Context: an optimization exercise on an open-source flow, tuned for small area and a short achievable clock period. The choices shown serve that exercise and are no tape-out recipe. The RTL was checked by simulation tests, not by an equivalence proof against the original design. Power figures rest on the tool's default switching activity, not on a simulated workload.

==> design/flow/config.mk <==
export PLATFORM = sky130hd
export DESIGN_NAME = gshare_ras_ongorucu
export DESIGN_NICKNAME = gshare_ras_ongorucu
export VERILOG_FILES = /design/flow/design.v
export SDC_FILE = /design/flow/constraint.sdc
export NUM_CORES = 4
export LEC_CHECK = 0
export CAP_MARGIN = 20
export CORE_MARGIN = 2
export CORE_UTILIZATION = 40
export SLEW_MARGIN = 20
==> design/flow/constraint.sdc <==
create_clock -name core_clock -period 5.5 [get_ports {clk_g}]
set_input_delay 1.1000 -clock core_clock [delete_from_list [all_inputs] [get_ports {clk_g}]]
set_output_delay 1.1000 -clock core_clock [all_outputs]
set_load 0.01 [all_outputs]
==> design/flow/design.v <==
module gshare_ras_ongorucu #(
  parameter int ADR_BIT      = 32,
  parameter int BTB_DERINLIK = 32,
  parameter int GHR_BIT      = 8,
  parameter int RAS_DERINLIK = 4,
  localparam int IDX = $clog2(BTB_DERINLIK),
  localparam int RP  = $clog2(RAS_DERINLIK)
) (
  input  logic               clk_g,
  input  logic               rst_g,
  input  logic               i_gecerli,
  input  logic [ADR_BIT-1:0] i_buyruk_adresi,
  input  logic               i_is_branch,
  input  logic               i_is_jal,
  input  logic               i_is_jalr,
  input  logic               i_is_call,
  input  logic               i_is_ret,
  input  logic               i_is_comp,
  input  logic [ADR_BIT-1:0] i_jal_hedef,
  output logic               o_gecerli,
  output logic               o_buyruk_ongoru,
  output logic [ADR_BIT-1:0] o_atlanan_adres,
  output logic [GHR_BIT-1:0] o_ghr_ckpt,
  output logic [RP:0]        o_ras_ckpt,
  input  logic               i_guncelle_gecerli,
  input  logic [ADR_BIT-1:0] i_g_adres,
  input  logic               i_g_branch,
  input  logic               i_g_jalr,
  input  logic               i_g_atladi,
  input  logic [ADR_BIT-1:0] i_g_hedef,
  input  logic               i_g_yanlis,
  input  logic [GHR_BIT-1:0] i_g_ghr_ckpt,
  input  logic [RP:0]        i_g_ras_ckpt
);
  localparam logic [RP:0]   RAS_FULL = RAS_DERINLIK[RP:0];
  localparam logic [RP-1:0] PTR_ONE  = RP'(1);
  localparam logic [RP:0]   CNT_ONE  = (RP+1)'(1);
  logic [1:0]         ctr        [BTB_DERINLIK];
  logic               btb_valid  [BTB_DERINLIK];
  logic [ADR_BIT-1:0] btb_target [BTB_DERINLIK];
  logic [GHR_BIT-1:0] ghr;
  logic [ADR_BIT-1:0] ras        [RAS_DERINLIK];
  logic [RP-1:0]      ras_ptr;
  logic [RP:0]        ras_cnt;
  logic [IDX-1:0]     p_idx, u_idx;
  logic [ADR_BIT-1:0] fall_thru, p_target;
  logic               p_taken, fire, repair, pop_ok;
  logic [RP-1:0]      ptr_pop, ptr_nxt;
  logic [RP:0]        cnt_pop, cnt_nxt;
  logic               unused_ok;
  assign repair    = i_guncelle_gecerli & i_g_yanlis;
  assign fire      = i_gecerli & ~repair;
  assign p_idx     = i_buyruk_adresi[IDX+1:2] ^ ghr[IDX-1:0];
  assign u_idx     = i_g_adres[IDX+1:2] ^ i_g_ghr_ckpt[IDX-1:0];
  assign fall_thru = i_buyruk_adresi + {{(ADR_BIT-3){1'b0}}, ~i_is_comp, i_is_comp, 1'b0};
  assign unused_ok = ^{i_g_adres[ADR_BIT-1:IDX+2], i_g_adres[1:0]};
  always_comb begin
    p_taken  = 1'b0;
    p_target = fall_thru;
    if (i_is_branch) begin
      if (btb_valid[p_idx] && ctr[p_idx][1]) begin
        p_taken  = 1'b1;
        p_target = btb_target[p_idx];
      end
    end else if (i_is_jal) begin
      p_taken  = 1'b1;
      p_target = i_jal_hedef;
    end else if (i_is_jalr) begin
      if (i_is_ret && ras_cnt != '0) begin
        p_taken  = 1'b1;
        p_target = ras[ras_ptr];
      end else if (btb_valid[p_idx]) begin
        p_taken  = 1'b1;
        p_target = btb_target[p_idx];
      end
    end
  end
  always_comb begin
    pop_ok  = i_is_ret && (ras_cnt != '0);
    ptr_pop = pop_ok ? ras_ptr - PTR_ONE : ras_ptr;
    cnt_pop = pop_ok ? ras_cnt - CNT_ONE : ras_cnt;
    ptr_nxt = ptr_pop;
    cnt_nxt = cnt_pop;
    if (i_is_call) begin
      ptr_nxt = ptr_pop + PTR_ONE;
      if (cnt_pop != RAS_FULL) cnt_nxt = cnt_pop + CNT_ONE;
    end
  end
  always_ff @(posedge clk_g or negedge rst_g) begin
    if (!rst_g) begin
      for (int i = 0; i < BTB_DERINLIK; i++) begin
        ctr[i]        <= 2'b01;
        btb_valid[i]  <= 1'b0;
        btb_target[i] <= '0;
      end
      for (int i = 0; i < RAS_DERINLIK; i++) ras[i] <= '0;
      ghr             <= '0;
      ras_ptr         <= '0;
      ras_cnt         <= '0;
      o_gecerli       <= 1'b0;
      o_buyruk_ongoru <= 1'b0;
      o_atlanan_adres <= '0;
      o_ghr_ckpt      <= '0;
      o_ras_ckpt      <= '0;
    end else begin
      if (i_guncelle_gecerli) begin
        if (i_g_branch) begin
          if (i_g_atladi && ctr[u_idx] != 2'b11)
            ctr[u_idx] <= ctr[u_idx] + 2'b01;
          else if (!i_g_atladi && ctr[u_idx] != 2'b00)
            ctr[u_idx] <= ctr[u_idx] - 2'b01;
        end
        if (i_g_atladi || i_g_jalr) begin
          btb_target[u_idx] <= i_g_hedef;
          btb_valid[u_idx]  <= 1'b1;
        end
      end
      if (repair) begin
        ghr     <= i_g_branch ? {i_g_ghr_ckpt[GHR_BIT-2:0], i_g_atladi} : i_g_ghr_ckpt;
        ras_ptr <= i_g_ras_ckpt[RP:1];
        ras_cnt <= i_g_ras_ckpt[0] ? RAS_FULL : '0;
      end else if (fire) begin
        if (i_is_branch) ghr <= {ghr[GHR_BIT-2:0], p_taken};
        if (i_is_call) ras[ptr_nxt] <= fall_thru;
        ras_ptr <= ptr_nxt;
        ras_cnt <= cnt_nxt;
      end
      o_gecerli <= fire;
      if (fire) begin
        o_buyruk_ongoru <= p_taken;
        o_atlanan_adres <= p_target;
        o_ghr_ckpt      <= ghr;
        o_ras_ckpt      <= {ras_ptr, ras_cnt != '0};
      end
    end
  end
endmodule
==> design/flow/run.sh <==
#!/bin/bash
# synth_recipe.tcl (not shown) runs the flow's synth.tcl, then flattens the netlist and writes it again
# the make line also repeats each setting of config.mk as NAME=value (left out here)
make -C /OpenROAD-flow-scripts/flow DESIGN_CONFIG=/design/flow/config.mk WORK_HOME=/design/flow/orfs CLKGATE_MAP_FILE= SYNTH_SCRIPT=/design/flow/synth_recipe.tcl finish
==> results.txt <==
Pwr dens -> 464 mW/mm2
Cts repair resizes -> 0
# hold bufs at CTS -> 0
Crit. End Element -> register
Layout area overhead -> 18.4%
Routed Antenna Nets -> 0
Sw Ratio -> 0.325
RR Endpoint -> o_atlanan_adres[26]
CTS tree -> done
Reg power frac -> 0.428
Placement Cell Area -> 0.0667 mm2
Reg2Reg Depth -> 11
Initial Util -> 0.403
Number of CTS-inserted buffers -> 144
Yosys warning count -> 5
Final setup violation count -> 0
Min Tclk post-route -> 4.91 ns
Register bit total from synthesis -> 1306
Leakage -> 0.0318 uW
Pins Over Slew Limit -> 0
Post-Route WL -> 238 mm
Worst Path Class, Setup -> in2reg
Syn Std Cell Area -> 0.0603 mm2
Starting DRC count in detailed routing -> 5576
Slew headroom -> 0.171
Final core occ -> 0.477
Num Clock Sinks -> 1306
Routed via count -> 46780
Crit path arrival time -> 5.61 ns
Die area -> 0.154 mm2
Insertion delay to the later sink of the worst-skew pair -> 0.80 ns
Netlist cell types -> 73
Status -> complete, no violations
First-pass GRT wire length -> 339 mm
Final hold violations -> 0
Total grt overflow -> 0
Core Area -> 0.150 mm2
Layout Skew -> 0.0335 ns
Clock Power Share -> 0.300
VDD IR max -> 0.373 mV
Final Net Count -> 5429
Post-Syn Instances -> 5033
Tcrit/Tclk final -> 0.892
Port buffer count -> 170
DR top layer -> met5
RSZ-0062 raised after global routing -> no
HPWL Detailed -> 150 mm
Number of max-cap violations -> 0
Std-Cell Rows -> 142
Actual slew at the worst max-slew pin -> 1.23 ns
M1 wire length -> 97.0 mm
Power consumption -> 33100 uW
Worst hold path class -> in2async
Met2 WL -> 104 mm
Post-CTS setup repair buffer count -> 0
Worst r2r src -> ghr[0]
Worst-path fanout max -> 46
Layout cells sized above 1 -> 0.345
Clock slew at reported path FFs -> 0.06 ns
Sequential area share after synthesis -> 0.542
Chip height -> 392 um
Cell area after layout -> 0.0715 mm2
Initial antenna violation count -> 10
I/O pins -> 198
Psw -> 10800 uW
Number of synthesized flops with an enable pin -> 0
Setup_tns -> 0 ns
Pin count of the biggest net entering global routing -> 135
Longest Clk Path Bufs -> 3
Synth Net Count -> 5197
Dpl cells -> 7134
Clock root buffer -> clkbuf_16
Ys flop type -> dfrtp_1
Drt wl/cell -> 32.1 um
Residual DRC -> 0
Reg-to-reg slack, setup -> 1.09 ns
Vias per cell -> 6.33
Gp weighted congestion -> 0.935
Met3 wire length -> 23.5 mm
Die width -> 392 um
Startpoint types -> primary input
Async set-reset flop share out of synthesis -> 1.00
Max H-tree Level -> 4
F_max -> 0.204 GHz
Non-filler cells, final -> 7395
Vias in the first global route -> 45699
Part of the power in combinational logic -> 0.272
Int Pwr -> 22400 uW
GR Util All Layers -> 0.306
Worst EP required -> 6.20 ns
Syn Area/Cell -> 12.0 um2
DRT Pass-1 Iters -> 7
-- logic make-up (layout without fill, tap and decap cells) --
| logic type | count (synthesis) | after routing | share of synthesized area |
|---|---|---|---|
| multiplexers | 1217 | 1217 | 0.226 |
| XOR/XNOR | 55 | 55 | 0.00848 |
| other | 0 | 8 | 0 |
| AND/OR/NAND/NOR | 890 | 890 | 0.0657 |
| adder cells (fa/ha/maj) | 11 | 11 | 0.00241 |
| flip-flops | 1306 | 1306 | 0.542 |
| buffers and inverters | 462 | 800 | 0.0290 |
| AO/OA/AOI/OAI | 1092 | 1092 | 0.126 |
-- metal layers --
layer	vias up	global-route usage
met3	661	0.0718
met1	24483	0.417
met4	8	0.149
li1	19101	-
met5	-	0
met2	2527	0.458
-- metrics by stage --
step	setup WS [ns]	hold WS, ns
2_1_floorplan	1.24	0.434
3_3_place_gp	-0.0219	0.449
3_5_place_dp	-0.0836	0.452
4_1_cts	0.719	0.348
5_1_grt	0.467	0.365
6_report	0.593	0.320
-- layout by cell type (no fill, tap or decap), types with 93 or more instances in the layout --
cell type           n
dfrtp_1          1274
mux2_2           1115
nand2_1           296
buf_4             296
a21oi_1           274
nor2_1            224
a22oi_1           197
clkbuf_16         147
o21ai_0           144
clkdlybuf4s50_1   144
mux2i_1            93
-- state kept, by name, indices dropped and copies added, names as in the netlist --
signal / flops
ghr: 8
o_gecerli: 1
o_ghr_ckpt: 8
btb_valid: 32
ras: 128
ras_cnt: 3
btb_target: 1024
o_atlanan_adres: 32
ras_ptr: 2
o_ras_ckpt: 3
ctr: 64
o_buyruk_ongoru: 1
-- cell usage after synthesis, drive strengths merged (24+ instances only) --
library cell / number / area, um2
a22oi: 197 / 1480
buf: 101 / 397
a22o: 48 / 420
mux2i: 93 / 931
xor2: 30 / 278
o21ai: 148 / 741
mux2: 1118 / 12600
a221oi: 85 / 744
dfrtp: 1274 / 31900
a31oi: 25 / 156
nand3: 78 / 390
nor2: 238 / 893
clkbuf: 342 / 1280
nand2b: 34 / 213
a21oi: 274 / 1370
o22ai: 49 / 307
dfstp: 32 / 841
and3: 24 / 150
xnor2: 25 / 234
a222oi: 45 / 450
a211oi: 27 / 203
nand4: 24 / 150
nor3: 104 / 547
nand2: 331 / 1240
-- worst max-delay path by stage --
stage                                  start  slack, ns  cells after the start             endpoint
after floorplan           i_buyruk_adresi[4]       1.24                     14  o_atlanan_adres[19]
after global placement    i_buyruk_adresi[2]      -0.02                     12  o_atlanan_adres[28]
after detailed placement  i_buyruk_adresi[2]      -0.08                     12  o_atlanan_adres[26]
after global routing      i_buyruk_adresi[2]       0.47                     12  o_atlanan_adres[11]
final                     i_buyruk_adresi[2]       0.59                     12  o_atlanan_adres[26]
after CTS                 i_buyruk_adresi[2]       0.72                     12  o_atlanan_adres[26]
-- worst max-delay path: stages --
cell and delay [ns]:
clkdlybuf4s50_1 0.65, xnor2_2 0.89, buf_4 0.27, nor2_4 0.13
a311oi_1 0.62, nand3_1 0.18, o22ai_1 0.48, buf_4 0.25
a31o_2 0.15, buf_12 0.26, mux2_2 0.38, o221ai_1 0.17
-- area by class of cell --
class                   count  area [um2]
fillers                 13478       78300
clock inverters            42         587
flip-flops and latches   1306       32700
repair buffers            529        5060
inverters                  19        71.3
well taps                2016        2520
clock buffers             210        4220
multi-input cells        3265       26300
diodes                      8        20.0
-- power groups by stage --
stage / sequential [uW] / combinational (uW) / clock [uW]
after CTS: 14100 / 8820 / 10000
after global placement: 14100 / 8600 / 0
after floorplan: 13800 / 5280 / 0
after detailed placement: 14300 / 8790 / 0
after global routing: 14500 / 9510 / 10400
final: 14200 / 9000 / 9940

## port drivers added, routing unchanged
The results above use ideal ports. As a check the final layout listed here was re-extracted and re-timed, cells and wires unchanged. Step 1: set_driving_cell puts a clkbuf_16 on clk_g and a buf_2 on each other input, an assumption about the parent block. Step 2 also shifts input and output timing later by t, the mid clock arrival at the registers, as if the neighbouring blocks saw the same clock. a / b / c = no drivers / after step 1 / after step 2; a / b = the first two.
shift t [ns]: 0.861
setup slack, ns: 0.593 / 0.644 / -0.216
worst slew at a driven data input, ns: 0.12
Met with ideal ports but missed after step 2: setup timing in this run. The setup slack of this run moves by +0.051 ns with the drivers and by -0.809 ns with both steps.
